This is an optimization exercise on Yosys and OpenROAD, whose aim is small area, a short achievable clock period and few clock cycles per item, not a production implementation. No run shown here included a check of the RTL's function; only the layout flow was run.

## flow/design.v (module list and top-level ports; edited modules follow where they fit)
// module mul_unit: 1069 lines
// module mul_final: 249 lines
// module ooo_core: 137 lines
module ooo_core (
    input  wire logic        clk,
    input  wire logic        i_arst_n,
    input  wire logic        i_disp_valid,
    input  wire logic [2:0]  i_disp_op,
    input  wire logic [4:0]  i_disp_rdst,
    input  wire logic [31:0] i_disp_a,
    input  wire logic [31:0] i_disp_b,
    output logic             o_disp_ready,
    output logic             o_ret_valid,
    output logic [4:0]       o_ret_rdst,
    output logic [2:0]       o_ret_tag,
    output logic [31:0]      o_ret_data,
    input  wire logic        i_ret_ready
);
  // ...
==> flow/flow/run.sh <==
#!/bin/bash
# The standard layout (standard.sh, unchanged ORFS steps), with one synthesis option:
# SYNTH_ARGS=-noabc skips the quick "abc -fast" inside Yosys's generic synth, so that
# extract_fa meets the carry-save adder tree as the RTL writes it and maps it onto
# full-adder cells without inverters between them. The main ABC mapping still runs.
# Registers and their names are the same as the standard synthesis's.
# Port buffers: every input and output port still gets its own buffer, but the smallest
# plain buffer rather than a delay buffer; the resizer upsizes the ones that need it.
set -euo pipefail
cd "$(dirname "${BASH_SOURCE[0]}")/.."
export SYNTH_ARGS="-noabc"
export BUFFER_PORTS_ARGS="-buffer_cell sky130_fd_sc_hd__buf_1"
bash standard.sh > flow_standard.log 2>&1
==> flow/standard.sh <==
#!/bin/bash
# synth_recipe.tcl (not shown) runs the flow's synth.tcl, then flattens the netlist and writes it again
# the make line also repeats each setting of config.mk as NAME=value (left out here)
make -C /OpenROAD-flow-scripts/flow DESIGN_CONFIG=/design/flow/config.mk WORK_HOME=/design/flow/orfs CLKGATE_MAP_FILE= SYNTH_SCRIPT=/design/flow/synth_recipe.tcl "${@:-finish}"
==> flow/config.mk <==
export PLATFORM = sky130hd
export DESIGN_NAME = ooo_core
export DESIGN_NICKNAME = ooo_core
export VERILOG_FILES = /design/flow/design.v
export SDC_FILE = /design/flow/constraint.sdc
export NUM_CORES = 4
export LEC_CHECK = 0
export CAP_MARGIN = 20
export CORE_MARGIN = 2
export CORE_UTILIZATION = 40
export SETUP_SLACK_MARGIN = 2.8
export SLEW_MARGIN = 20
==> flow/constraint.sdc <==
create_clock -name core_clock -period 6.5 [get_ports {clk}]
set_input_delay 1.3000 -clock core_clock [delete_from_list [all_inputs] [get_ports {clk}]]
set_output_delay 1.3000 -clock core_clock [all_outputs]
set_load 0.01 [all_outputs]
==> impl_metrics.env, run 1 <==
export IMPL_outcome="timing/DRC/antenna clean"
export IMPL_core_um2=60400
export IMPL_async_reset_ff_frac=0.0197
export IMPL_rows=90
export IMPL_cts_root_buffer="clkbuf_16"
export IMPL_tapCellCount=782
export IMPL_rsz0062_at_grt="true"
export IMPL_placed_area_um2=25600
export IMPL_die_area_um2=63100
export IMPL_yosys_area_top_type="edfxtp_1"
export IMPL_report_final_slew_viol_count=0
export IMPL_required_ns=6.81
export IMPL_grt_use_met3=0.0380
export IMPL_yosysMostFrequentCell="xnor2_1"
export IMPL_gr_usage_met2=0.375
export IMPL_ys_types=53
export IMPL_worstPathArrival_ns=4.12
export IMPL_largestClassByArea="multi-input gates"
export IMPL_hold_ws_ns=0.419
export IMPL_dieHeight_um=251
export IMPL_seq_share=0.337
export IMPL_final_area_um2=27100
export IMPL_start_util=0.405
export IMPL_cts_resized=18
export IMPL_grt_max_degree=127
export IMPL_insertedDiodeCount=1
export IMPL_viasPerCell=5.93
export IMPL_clock_area_frac=0.0422
export IMPL_synth_area_mux_share=0.0161
export IMPL_finalCritPeriodShare=0.585
export IMPL_cts_buffers=36
export IMPL_final_cell_count_no_fill=2917
export IMPL_grt_pass1_wl_um=113000
export IMPL_multi_input_cells=1503
==> inputs of run 2 (changes only) <==
--- a/flow/config.mk
+++ b/flow/config.mk
@@ -9,4 +9,5 @@
 export CORE_MARGIN = 2
 export CORE_UTILIZATION = 40
+export CTS_BUF_LIST = sky130_fd_sc_hd__clkbuf_4 sky130_fd_sc_hd__clkbuf_8
 export SETUP_SLACK_MARGIN = 2.8
 export SLEW_MARGIN = 20
==> impl_metrics.env, run 2 <==
export IMPL_syn_num_nets=2510
export IMPL_max_freq_mhz=262
export IMPL_io_buffers=117
export IMPL_synthFlopType="edfxtp_1"
export IMPL_ys_seq_elements=305
export IMPL_synth_top_cells_by_count="xnor2_1, edfxtp_1, a22oi_1"
export IMPL_synth_top_area_share=0.367
export IMPL_grt_ovfl_total=0
export IMPL_ant_nets=0
export IMPL_crit_chain="fa_1 -> fa_1 -> ha_4 -> or4_4 -> o32a_1 -> o21ai_2 -> o21ba_2 -> a21o_1 -> a21oi_2 -> o21bai_1 -> a21oi_1 -> xnor2_1"
export IMPL_min_to="cs2[1]$_DFFE_PP_"
export IMPL_end_kind="flip-flop"
export IMPL_fin_crit_ns=3.81
export IMPL_rsz0062_at_grt="true"
export IMPL_cpPeakStageDelay_ns=0.57
export IMPL_grt_pass1_vias=17963
export IMPL_maxCapViolations=0
export IMPL_synth_area_per_cell_um2=11.8
export IMPL_dieHeight_um=251
export IMPL_synthCells=2073
export IMPL_core_um2=60400
export IMPL_final_common_cell="xnor2_1"
export IMPL_dp_hpwl_um=52300
export IMPL_outcome="timing/DRC/antenna clean"
export IMPL_r2r_setup_slack_ns=2.69
export IMPL_die_area_um2=63100
export IMPL_synth_edf_count=299
export IMPL_grt_pass1_wl_um=113000
export IMPL_reg2reg_from="cs2[30]$_DFFE_PP_"
export IMPL_worstHoldPathType="flip-flop to flip-flop"
export IMPL_via_count=17456
export IMPL_final_util=0.450
export IMPL_timing_worst_setup_path_type="flip-flop to flip-flop"
export IMPL_startpoint_type="flip-flop"
export IMPL_yosys_area_top_type="edfxtp_1"
export IMPL_cts_root_buffer="clkbuf_8"
export IMPL_hold_start="x1[0]$_DFFE_PP_"
export IMPL_crit_slowest_cell="fa_1"
export IMPL_antenna_found_initial=3
export IMPL_hold_ws_ns=0.416
export IMPL_setup_viol=0
export IMPL_required_ns=6.89
export IMPL_r2r_end="out_q[13]$_DFFE_PP_"
export IMPL_holdBufCountCts=0
export IMPL_insertion_delay_ns=0.67
export IMPL_grt_total_usage=0.237
export IMPL_worstPathArrival_ns=4.21
export IMPL_cts_tree="built"
export IMPL_ys_types=53
export IMPL_firstDrtPassIters=8
export IMPL_worst_slew_pin_slew_ns=1.02
export IMPL_yosys_warnings=1
export IMPL_ys_seq_area_frac=0.373
export IMPL_rows=90
export IMPL_placed_area_um2=25600
export IMPL_cts_sinks=305
export IMPL_route_detailed_drc=0
export IMPL_grt_max_degree=127
export IMPL_path_clk_slew_ns=0.06
export IMPL_drt_iter0_drc=2089
export IMPL_largest_register_ffs=136
export IMPL_slew_headroom=0.319
export IMPL_start_util=0.405
export IMPL_nets=2572
export IMPL_cts_path_max_buffers=3
export IMPL_finalCritPeriodShare=0.587
export IMPL_final_area_um2=27200
export IMPL_yosysMostFrequentCell="xnor2_1"
export IMPL_synthTopCellsByArea="edfxtp_1, fa_1, xnor2_1"
export IMPL_report_final_slew_viol_count=0
export IMPL_htreeDepth=2
export IMPL_synth_area_um2=24500
export IMPL_hold_viol_final=0
export IMPL_viasPerCell=5.89
export IMPL_async_reset_ff_frac=0.0197
export IMPL_final_cell_count_no_fill=2963
export IMPL_die_width_um=251
export IMPL_finalSetupTns_ns=0
export IMPL_post_place_cells=2834
export IMPL_layout_common_cells="xnor2_1, edfxtp_1, a22oi_1"
export IMPL_num_io_pins=118
export IMPL_cp_common_cell="fa_1"
export IMPL_wirelength_um=75600
export IMPL_wl_per_cell_um=25.5
export IMPL_place_congestion=0.892
export IMPL_cts_buffers=55
export IMPL_drive_gt1_frac=0.115
export IMPL_reg2reg_depth=12
export IMPL_whs_path_depth=0
export IMPL_area_growth_pct=11.1
export IMPL_critPathMaxFanout=3
export IMPL_top_register="cs2"
export IMPL_fin_skew_ns=0.0184
export IMPL_biggestRegsByFlops="cs2 (136), out_q (37)"
-- run 2: cell counts after synthesis --
Identical to the previous run, type by type.
-- run 2: metrics by stage --
stage / setup WS (ns)
after floorplan: 1.78
after global placement: 2.50
after detailed placement: 2.41
after CTS: 2.73
after global routing: 2.56
final: 2.69
-- run 2: kinds of logic after synthesis --
logic type | synth area share
multiplexers | 0.0161
buffers and inverters | 0.0414
adder cells (fa/ha/maj) | 0.254
XOR/XNOR | 0.135
AO/OA/AOI/OAI | 0.139
flip-flops | 0.373
AND/OR/NAND/NOR | 0.0410
-- run 2: how the worst max path moves through the flow --
stage                            startpoint             endpoint  slack (ns)
after global placement    cs2[49]$_DFFE_PP_  out_q[30]$_DFFE_PP_        2.50
after detailed placement  cs2[49]$_DFFE_PP_  out_q[30]$_DFFE_PP_        2.41
after CTS                 cs2[23]$_DFFE_PP_  out_q[31]$_DFFE_PP_        2.73
after global routing      cs2[14]$_DFFE_PP_  out_q[30]$_DFFE_PP_        2.56
after floorplan                 i_ret_ready         o_disp_ready        1.78
final                     cs2[30]$_DFFE_PP_  out_q[13]$_DFFE_PP_        2.69
-- run 2: area by class of cell --
class,count,area [µm²]
Inverter,78,293
Timing Repair Buffer,192,1050
Clock buffer,74,900
Sequential cell,305,9130
Multi-Input combinational cell,1503,14600
Antenna cell,2,5.00
Clock inverter,27,184
Tap cell,782,978
Fill cell,5565,33200
-- run 2: per-layer routing --
| layer | vias up | wire (µm) | GRT usage | part of all wire |
|---|---|---|---|---|
| met5 | - | 0 | 0 | 0 |
| met4 | 0 | 2690 | 0.0893 | 0.036 |
| met3 | 185 | 6750 | 0.0430 | 0.089 |
| met2 | 1072 | 35000 | 0.374 | 0.46 |
| met1 | 8704 | 31100 | 0.328 | 0.41 |
| li1 | 7495 | - | - | - |
-- run 2: critical path: cells and delay by family, from the launching register on --
| family | cells | cell delay (ns) |
|---|---|---|
| simple gates | 1 | 0.51 |
| compound gates | 7 | 1.27 |
| xor+xnor | 1 | 0.11 |
| flops | 1 | 0.40 |
| fa+ha+maj | 3 | 1.24 |
-- run 2: repair_timing --
action,CTS,global route
buffers inserted,8,18
pin swaps,19,35
gates resized for setup,17,36
setup endpoints to repair,39,20
==> inputs of run 3 (changes only) <==
--- a/flow/config.mk
+++ b/flow/config.mk
@@ -8,6 +8,5 @@
 export CAP_MARGIN = 20
 export CORE_MARGIN = 2
-export CORE_UTILIZATION = 40
-export CTS_BUF_LIST = sky130_fd_sc_hd__clkbuf_4 sky130_fd_sc_hd__clkbuf_8
+export CORE_UTILIZATION = 55
 export SETUP_SLACK_MARGIN = 2.8
 export SLEW_MARGIN = 20
==> impl_metrics.env, run 3 <==
export IMPL_cts_sinks=305
export IMPL_ant_nets=0
export IMPL_core_um2=44000
export IMPL_wirelength_um=71300
export IMPL_grt_pass1_wl_um=108000
export IMPL_crit_chain="fa_1 -> fa_1 -> ha_4 -> or4_4 -> a211o_1 -> o21bai_2 -> o21ai_2 -> a21oi_4 -> o2111ai_2 -> a31o_1 -> a21oi_2 -> xnor2_1"
export IMPL_synth_top_cells_by_count="xnor2_1, edfxtp_1, a22oi_1"
export IMPL_crit_slowest_cell="fa_1"
export IMPL_worstHoldPathType="flip-flop to flip-flop"
export IMPL_rows=77
export IMPL_critPathMaxFanout=2
export IMPL_ys_seq_area_frac=0.373
export IMPL_grt_max_degree=154
export IMPL_synth_area_um2=24500
export IMPL_syn_num_nets=2510
export IMPL_r2r_end="out_q[31]$_DFFE_PP_"
export IMPL_grt_total_usage=0.312
export IMPL_grt_ovfl_total=0
export IMPL_finalCritPeriodShare=0.578
export IMPL_finalSetupTns_ns=0
export IMPL_required_ns=6.78
export IMPL_yosys_warnings=1
export IMPL_ys_types=53
export IMPL_fin_skew_ns=0.0252
export IMPL_final_area_um2=27200
export IMPL_synthFlopType="edfxtp_1"
export IMPL_end_kind="flip-flop"
export IMPL_async_reset_ff_frac=0.0197
export IMPL_io_buffers=117
export IMPL_maxCapViolations=0
export IMPL_setup_viol=0
export IMPL_max_freq_mhz=266
export IMPL_final_cell_count_no_fill=2742
export IMPL_worst_slew_pin_slew_ns=1.10
export IMPL_placed_area_um2=25300
export IMPL_layout_common_cells="xnor2_1, edfxtp_1, a22oi_1"
export IMPL_post_place_cells=2644
export IMPL_startpoint_type="flip-flop"
export IMPL_rsz0062_at_grt="true"
export IMPL_synth_area_per_cell_um2=11.8
export IMPL_largest_register_ffs=136
export IMPL_area_growth_pct=11.1
export IMPL_synthTopCellsByArea="edfxtp_1, fa_1, xnor2_1"
export IMPL_cpPeakStageDelay_ns=0.57
export IMPL_route_detailed_drc=0
export IMPL_path_clk_slew_ns=0.06
export IMPL_nets=2558
export IMPL_synthCells=2073
export IMPL_cts_buffers=37
export IMPL_holdBufCountCts=0
export IMPL_num_io_pins=118
export IMPL_ys_seq_elements=305
export IMPL_reg2reg_depth=12
export IMPL_dieHeight_um=215
export IMPL_firstDrtPassIters=7
export IMPL_reg2reg_from="cs2[31]$_DFFE_PP_"
export IMPL_htreeDepth=2
export IMPL_drt_iter0_drc=1864
export IMPL_crit_start="cs2[31]$_DFFE_PP_"
export IMPL_cts_tree="built"
export IMPL_viasPerCell=6.18
export IMPL_via_count=16946
export IMPL_dp_hpwl_um=50500
export IMPL_multiInputGateArea_um2=14600
export IMPL_start_util=0.556
export IMPL_cts_root_buffer="clkbuf_16"
export IMPL_antenna_found_initial=2
export IMPL_insertion_delay_ns=0.56
export IMPL_regArea_um2=9130
export IMPL_hold_start="x1[2]$_DFFE_PP_"
export IMPL_outcome="timing/DRC/antenna clean"
export IMPL_yosys_area_top_type="edfxtp_1"
export IMPL_biggestRegsByFlops="cs2 (136), out_q (37)"
export IMPL_wl_per_cell_um=26.0
export IMPL_top_register="cs2"
export IMPL_r2r_setup_slack_ns=2.74
export IMPL_synth_edf_count=299
export IMPL_cts_path_max_buffers=3
export IMPL_yosysMostFrequentCell="xnor2_1"
export IMPL_drive_gt1_frac=0.100
export IMPL_fin_crit_ns=3.76
export IMPL_fill_cells=3569
export IMPL_slew_headroom=0.268
export IMPL_synth_top_area_share=0.367
export IMPL_die_width_um=215
export IMPL_die_area_um2=46200
export IMPL_grt_pass1_vias=17150
export IMPL_timing_worst_setup_path_type="flip-flop to flip-flop"
export IMPL_worstPathArrival_ns=4.03
export IMPL_final_common_cell="xnor2_1"
export IMPL_cp_common_cell="fa_1"
export IMPL_min_to="cs2[7]$_DFFE_PP_"
export IMPL_report_final_slew_viol_count=0
export IMPL_hold_viol_final=0
export IMPL_whs_path_depth=0
export IMPL_place_congestion=0.908
run 3: changes by cell type in the layout (fill, tap and decap cells not counted), sizes merged:
cell,delta
clkinvlp,-1
diode,-1
bufinv,+6
clkinv,-8
buf,+4
clkbuf,-31
run 3: area by class of cell:
| cell class | count | share of cell area |
|---|---|---|
| clock inverters | 24 | 0.0115 |
| multi-input cells | 1503 | 0.536 |
| flip-flops and latches | 305 | 0.336 |
| clock buffers | 43 | 0.0357 |
| inverters | 78 | 0.0108 |
| repair buffers | 196 | 0.0427 |
| diodes | 1 | 0.0000920 |
| well taps | 592 | 0.0272 |
run 3: through the flow:
step,setup slack [ns],hold WS [ns],utilization
2_1_floorplan,1.78,0.400,-
3_3_place_gp,2.38,0.400,0.575
3_5_place_dp,2.39,0.405,0.575
4_1_cts,2.68,0.419,0.610
5_1_grt,2.61,0.421,0.617
6_report,2.74,0.419,0.617
run 3: kinds of logic (layout without fill, tap and decap cells):
| group | after synthesis | count (layout) | synth area share |
|---|---|---|---|
| adder cells (fa/ha/maj) | 361 | 361 | 0.254 |
| flip-flops | 305 | 305 | 0.373 |
| other | 0 | 1 | 0 |
| buffers and inverters | 265 | 341 | 0.0414 |
| XOR/XNOR | 377 | 377 | 0.135 |
| AND/OR/NAND/NOR | 241 | 241 | 0.0410 |
| AO/OA/AOI/OAI | 489 | 489 | 0.139 |
| multiplexers | 35 | 35 | 0.0161 |
run 3: critical path: cells and delay by family (launching register included):
family / cells / cell delay [ns]
compound gates: 7 / 1.27
xor+xnor: 1 / 0.07
fa+ha+maj: 3 / 1.21
flops: 1 / 0.39
simple gates: 1 / 0.53
run 3: worst max path at each step:
stage | slack [ns] | cells after the start | to
after CTS | 2.68 | 12 | out_q[31]$_DFFE_PP_
after floorplan | 1.78 | 1 | o_disp_ready
final | 2.74 | 12 | out_q[31]$_DFFE_PP_
after detailed placement | 2.39 | 12 | out_q[31]$_DFFE_PP_
after global placement | 2.38 | 12 | out_q[31]$_DFFE_PP_
after global routing | 2.61 | 12 | out_q[30]$_DFFE_PP_
run 3: timing repair:
item                                    4_1_cts  5_1_grt
resized for setup                            28       15
pin swaps                                    30       11
setup buffers                                12       17
endpoints found under the setup margin       12       24
run 3: per-layer routing:
layer	track usage	wire, µm	vias up	part of all wire
li1	-	-	7463	-
met1	0.429	29800	8475	0.42
met2	0.483	32600	846	0.46
met3	0.0561	5550	160	0.078
met4	0.146	3390	2	0.048
met5	0	12	-	0.00017

-- separate check: timing with driven ports --
In the flow no input, the clock included, has a driving cell. The finished layouts below were timed again as built, in two steps.
Step 1 (the two cells are an assumption about what drives the block):
set clk [get_ports {clk}]
set_driving_cell -lib_cell sky130_fd_sc_hd__clkbuf_16 $clk
set_driving_cell -lib_cell sky130_fd_sc_hd__buf_2 [delete_from_list [all_inputs] $clk]
Step 2 also shifts input and output timing later by t, the mid clock arrival at the registers, as if the neighbouring blocks saw the same clock.
Slacks: ideal / step 1 / step 2; pairs: ideal / step 1.
run	t, ns	setup slack, ns	hold slack, ns	latest minus earliest clock arrival (ns)	slew at the worst register clock pin (ns)
run 1	0.615	2.696 / 2.696 / 2.696	0.419 / 0.419 / 0.419	0.023 / 0.023	0.07 / 0.07
run 2	0.714	2.687 / 2.687 / 2.687	0.416 / 0.416 / 0.416	0.018 / 0.018	0.07 / 0.07
run 3	0.607	2.743 / 2.743 / 2.743	0.419 / 0.419 / 0.419	0.025 / 0.025	0.06 / 0.06
After both steps setup and hold are still met in every run listed.
